Background: an optimization exercise with open tools, aiming at small area. Do not read the settings as production practice.
In this exercise RTL edits were held to simulation tests only and were not proved equivalent to the original.
No activity file was given, so power comes from the tool's default toggle rates.

== job 4872 ==
==> flow/design.v <==
`timescale 1ns/1ns
`default_nettype none
module eth_video_rx (
	input wire logic clk,
	input wire logic eth_rx_downstream_rst,
	input wire logic rmii_crsdv,
	input wire logic [1:0] rmii_rxd,
	input wire logic rmii_rxerr,
	output logic vram_we,
	output logic [8-1:0] vram_addr,
	output logic [12-1:0] vram_color,
	output logic frame_err
);
	logic in_frame;
	logic err_hold;
	logic pre_seen;
	logic [3:0] pos_g;
	logic [1:0] pos_b;
	logic [1:0] pos_d;
	logic [3:0] nib;
	logic [3:0] col_hi [0:7];
	logic [3:0] col_mid [0:7];
	logic [3:0] col_lo [0:7];
	logic [4:0] ofs;
	logic ffcp_en;
	logic ferr;
	logic [2:0] grp;
	logic [1:0] ph;
	logic shift;
	logic full;
	logic g7;
	logic g8;
	logic busy;
	logic start;
	logic nib_in;
	logic hi_en;
	logic mid_en;
	logic lo_en;
	logic hi_hold;
	logic mid_hold;
	logic lo_hold;
	assign shift = in_frame && rmii_crsdv && !rmii_rxerr;
	assign pre_seen = pos_d[0];
	assign full = pos_g[3] && !pos_g[2] && !pos_g[1];
	assign g7 = pos_g[1] && !pos_g[2] && !pos_g[0];
	assign g8 = !pos_g[3] && !pos_g[1];
	assign busy = grp != 3'd4;
	assign start = in_frame && !rmii_crsdv && full && ffcp_en;
	assign nib_in = in_frame && !busy && !pos_d[0] && !full;
	assign hi_en = vram_we || (nib_in && pos_b == 2'd1);
	assign mid_en = vram_we || (nib_in && pos_b == 2'd0);
	assign lo_en = vram_we || (nib_in && pos_b == 2'd2);
	assign hi_hold = !vram_we && !(nib_in && pos_b[0]);
	assign mid_hold = !vram_we && !(in_frame && grp[2] && !grp[1] && !pos_d[0] && !full &&
		pos_b == 2'd0);
	assign lo_hold = !vram_we && !(nib_in && pos_b[1]);
	always_ff @(posedge clk) begin
		if (eth_rx_downstream_rst) begin
			in_frame <= 1'b0;
			err_hold <= 1'b0;
		end else if (err_hold) begin
			if (!rmii_crsdv)
				err_hold <= 1'b0;
		end else if (rmii_crsdv && rmii_rxerr) begin
			err_hold <= 1'b1;
			in_frame <= 1'b0;
		end else if (!rmii_crsdv) begin
			in_frame <= 1'b0;
		end else if (!in_frame && pre_seen && rmii_rxd == 2'b11) begin
			in_frame <= 1'b1;
		end
	end
	always_ff @(posedge clk) begin
		if (!in_frame) begin
			pos_g <= 4'b0011;
			pos_b <= 2'd1;
			pos_d[1] <= 1'b0;
			pos_d[0] <= !eth_rx_downstream_rst && !err_hold && rmii_crsdv && !rmii_rxerr &&
				rmii_rxd == 2'b01;
			ffcp_en <= 1'b0;
		end else if (g7 && pos_b == 2'd1 && pos_d == 2'd0 &&
				(col_mid[6] != 4'h2 || nib != 4'h0)) begin
			pos_g <= 4'b0000;
		end else begin
			if (shift && !full) begin
				pos_d <= pos_d + 2'd1;
				if (pos_d == 2'd3) begin
					pos_b <= pos_b == 2'd2 ? 2'd0 : pos_b + 2'd1;
					if (pos_b == 2'd2)
						pos_g <= {pos_g[2:0], pos_g[3] ^ pos_g[0]};
				end
			end
			if (g7 && pos_b == 2'd0 && pos_d == 2'd0)
				ffcp_en <= col_hi[7] == 4'h8 && col_lo[6] == 4'h8 &&
					col_lo[7] == 4'h5 && nib == 4'hB;
		end
		if (in_frame && (!shift || eth_rx_downstream_rst))
			pos_d[0] <= 1'b0;
		if (g8 && pos_b == 2'd0 && pos_d == 2'd0)
			ofs <= {nib[0], col_lo[7]};
		if (shift && !full && !busy)
			nib <= {rmii_rxd, nib[3:2]};
		for (int i = 0; i < 7; i++) begin
			col_hi[i] <= ({4{hi_en}} & col_hi[i+1]) | ({4{hi_hold}} & col_hi[i]);
			col_mid[i] <= ({4{mid_en}} & col_mid[i+1]) | ({4{mid_hold}} & col_mid[i]);
			col_lo[i] <= ({4{lo_en}} & col_lo[i+1]) | ({4{lo_hold}} & col_lo[i]);
		end
		col_hi[7] <= ({4{hi_en}} & nib) | ({4{hi_hold}} & col_hi[7]);
		col_lo[7] <= ({4{lo_en}} & nib) | ({4{lo_hold}} & col_lo[7]);
	end
	assign col_mid[7] = nib;
	always_ff @(posedge clk) begin
		if (eth_rx_downstream_rst) begin
			grp <= 3'd4;
			ph <= 2'd0;
			ferr <= 1'b0;
		end else begin
			ferr <= err_hold && ffcp_en;
			if (start) begin
				grp <= 3'd6;
				ph <= 2'd0;
			end else if (busy) begin
				ph <= ph == 2'd2 ? 2'd0 : ph + 2'd1;
				if (ph == 2'd2)
					grp <= grp + 3'd1;
			end
		end
	end
	assign vram_we = !grp[2] && ph != 2'd0;
	assign vram_addr = {ofs, grp[1:0], ph[1]};
	assign vram_color = {col_hi[0], col_mid[0], col_lo[0]};
	assign frame_err = ferr;
endmodule
`default_nettype wire
export LEC_CHECK = 0
export CAP_MARGIN = 0
export CORE_MARGIN = 2
export CORE_UTILIZATION = 75
export SLEW_MARGIN = 0
create_clock -name core_clock -period 10.0 [get_ports {clk}]
standard.sh (not shown) runs the stock make flow with config.mk's settings and CLKGATE_MAP_FILE= SYNTH_SCRIPT=/design/flow/synth_recipe.tcl, a recipe that flattens the netlist after the stock synthesis.
==> flow/flow/run.sh <==
#!/bin/bash
# The standard layout (the standard.sh), with three changes:
# - synthesis is the standard one (synth_recipe.tcl and ORFS's synth.tcl) but
#   its ABC mapping script leaves out the delay-driven buffering and gate
#   sizing at the end (flow/abc_map.script); the layout's own repair does that;
# - ports are buffered with buf_1 cells;
# - the clock tree is built from clkbuf_4 cells without dummy balancing loads.
set -euo pipefail
export BUFFER_PORTS_ARGS="-buffer_cell sky130_fd_sc_hd__buf_1"
export CTS_ARGS="-sink_clustering_enable -repair_clock_nets -dont_use_dummy_load -buf_list sky130_fd_sc_hd__clkbuf_4"
rm -rf synth_scripts
cp -r "$FLOW_HOME/scripts" synth_scripts
cp flow/abc_map.script synth_scripts/abc_speed.script
SCRIPTS_DIR="$PWD/synth_scripts" bash standard.sh synth > synth.log 2>&1
bash standard.sh > standard.log 2>&1
==> flow/flow/abc_map.script <==
&get -n
&st
&dch
&nf
&st
&syn2
&if -g -K 6
&synch2
&nf
&st
&syn2
&if -g -K 6
&synch2
&nf
&st
&syn2
&if -g -K 6
&synch2
&nf
&st
&syn2
&if -g -K 6
&synch2
&nf
&st
&syn2
&if -g -K 6
&synch2
&nf
&put
topo
stime -c
Input-level comparison between job 6236 and job 4872:
- swapping 75 for 60 in CORE_UTILIZATION
==> flow/flow/run.sh <==
#!/bin/bash
# The standard layout (the standard.sh, standard synthesis unchanged), with
# two changes: ports are buffered with buf_1 cells, and the clock tree is built
# from clkbuf_4 cells without dummy balancing loads.
set -euo pipefail
export BUFFER_PORTS_ARGS="-buffer_cell sky130_fd_sc_hd__buf_1"
export CTS_ARGS="-sink_clustering_enable -repair_clock_nets -dont_use_dummy_load -buf_list sky130_fd_sc_hd__clkbuf_4"
bash standard.sh > standard.log 2>&1
removed: flow/flow/abc_map.script
Notes after the runs:
- Job 6236 reached the end of the flow, and the finished layout is clean on the timing, design-rule and antenna checks.
- No stage failed in job 4872, and the final checks on the layout all came back clean.
- The maximum operating frequency of job 6236 exceeds that of job 4872 by about 0.36%.
- The worst ir drop on vdd in job 6236 sits 25% below the value recorded for job 4872.
- Delta (job 6236 minus job 4872): via count saw a decrease, minimum clock period after layout saw a decrease, design area saw an increase, final cell count saw an increase.
Inputs modified between job 6236 and job 2564:
- swapping 60 for 75 in CORE_UTILIZATION
==> flow/flow/run.sh <==
#!/bin/bash
# The standard layout (the standard.sh), with three changes:
# - synthesis is the standard one (synth_recipe.tcl and ORFS's synth.tcl,
#   same registers), but ABC maps the logic with flow/abc_map.script: more
#   rounds of choice computation (&dch -f) and area recovery (&nf -R 1000),
#   and no delay-driven buffering or gate sizing at the end, which the
#   layout's own repair does; and ABC also maps the few adders (no
#   ADDER_MAP_FILE, so no half-adder cells are extracted first);
# - ports are buffered with buf_1 cells;
# - the clock tree is built from clkbuf_4 cells without dummy balancing loads.
set -euo pipefail
export BUFFER_PORTS_ARGS="-buffer_cell sky130_fd_sc_hd__buf_1"
export CTS_ARGS="-sink_clustering_enable -repair_clock_nets -dont_use_dummy_load -buf_list sky130_fd_sc_hd__clkbuf_4"
rm -rf synth_scripts
cp -r "$FLOW_HOME/scripts" synth_scripts
cp flow/abc_map.script synth_scripts/abc_speed.script
SCRIPTS_DIR="$PWD/synth_scripts" ADDER_MAP_FILE= bash standard.sh synth > synth.log 2>&1
bash standard.sh > standard.log 2>&1
==> flow/flow/abc_map.script (new file) <==
&get -n
&st
&syn2
&dch -f
&nf -R 1000
&st
&syn2
&if -g -K 6
&synch2
&dch -f
&nf -R 1000
&st
&syn2
&if -g -K 6
&synch2
&dch -f
&nf -R 1000
&st
&syn2
&if -g -K 6
&synch2
&dch -f
&nf -R 1000
&put
topo
stime -c
Job 2564: full flow OK, the timing, design-rule and antenna checks passed. Measured against each other, job 2564 and job 6236 differ in global-route usage, the higher figure coming from job 2564. Job 6236 → job 2564: non-clock buffering overhead in the final layout neither gained nor lost much, share of the final layout cell area in sequential cells went up 2.0 points. Job 2564 against job 6236; cell count after placement is down by a few percent. Relative to job 6236, synthesized netlist net count has decreased by 25 in job 2564.
[inputs] job 9915 vs job 2564
- a change of CORE_UTILIZATION from 75 to 88
==> flow/flow/run.sh <==
#!/bin/bash
# The standard layout (the standard.sh, standard synthesis unchanged), with
# two changes: ports are buffered with buf_1 cells, and the clock tree is built
# from clkbuf_4 cells without dummy balancing loads.
set -euo pipefail
export BUFFER_PORTS_ARGS="-buffer_cell sky130_fd_sc_hd__buf_1"
export CTS_ARGS="-sink_clustering_enable -repair_clock_nets -dont_use_dummy_load -buf_list sky130_fd_sc_hd__clkbuf_4"
bash standard.sh > standard.log 2>&1
removed: flow/flow/abc_map.script
--- outcome ---
Diff job 2564 -> job 9915: multiplexer share of the synthesized area went up; part of the Yosys area used for sequential elements went down; xor/xnor cell area share of the yosys netlist went up; unique cell type count in the Yosys netlist went up; share of the synthesized area in compound gates (AO/OA/AOI/OAI) went down.
Taking job 2564 as the reference, in job 9915 standard-cell row count has decreased; die boundary height has decreased; synthesized netlist cell count has increased; net count of the mapped netlist has increased.
Comparing synthesized area for job 9915 and job 2564, the bigger number came from job 9915.
Job 2564 went all the way through the flow, and no timing, DRC or antenna check failed.
Job 9915: it failed during global placement without I/O (3_1_place_gp_skip_io), and the tool reported GPL-0301.
Relative to job 2564, effective utilization at floorplan has gone up in job 9915.
The inputs of job 9556 differ from those of job 9915 as listed below.
- swapping 88 for 75 in CORE_UTILIZATION
### Flow results
Job 9556 ended with every stage complete and zero timing, DRC or antenna violations. Delta (job 9556 minus job 9915): placement row count +2, overall die width went up about 8%, height of the chip +7.9%. Comparing job 9556 against job 9915, there is no change at all in simple-gate share of the synthesized area.

## re-timing with driven ports
The flow's constraints put no driver on any port. The routed layouts listed below were extracted and timed again, unchanged, in two steps. Step 1 (the two cells are an assumption about what drives the block):
set clk [get_ports {clk}]
set_driving_cell -lib_cell sky130_fd_sc_hd__clkbuf_16 $clk
set_driving_cell -lib_cell sky130_fd_sc_hd__buf_2 [delete_from_list [all_inputs] $clk]
Step 2, shift: input delay + t, output delay - t, t = (earliest + latest rising clock arrival at the registers) / 2. This alone moves slack from input paths to output paths. Slacks: ideal ports / drivers / drivers and shift; pairs: ideal ports / drivers.
| run | t, ns | setup slack, ns | worst setup path after step 2 |
|---|---|---|---|
| job 4872 | 0.508 | 6.413 / 6.387 / 6.671 | input to register |
| job 6236 | 0.504 | 6.426 / 6.396 / 6.637 | input to register |
| job 2564 | 0.498 | 6.377 / 6.348 / 6.386 | input to register |
| job 9556 | 0.495 | 6.444 / 6.420 / 6.576 | input to register |
After both steps setup and hold are still met in every run listed.
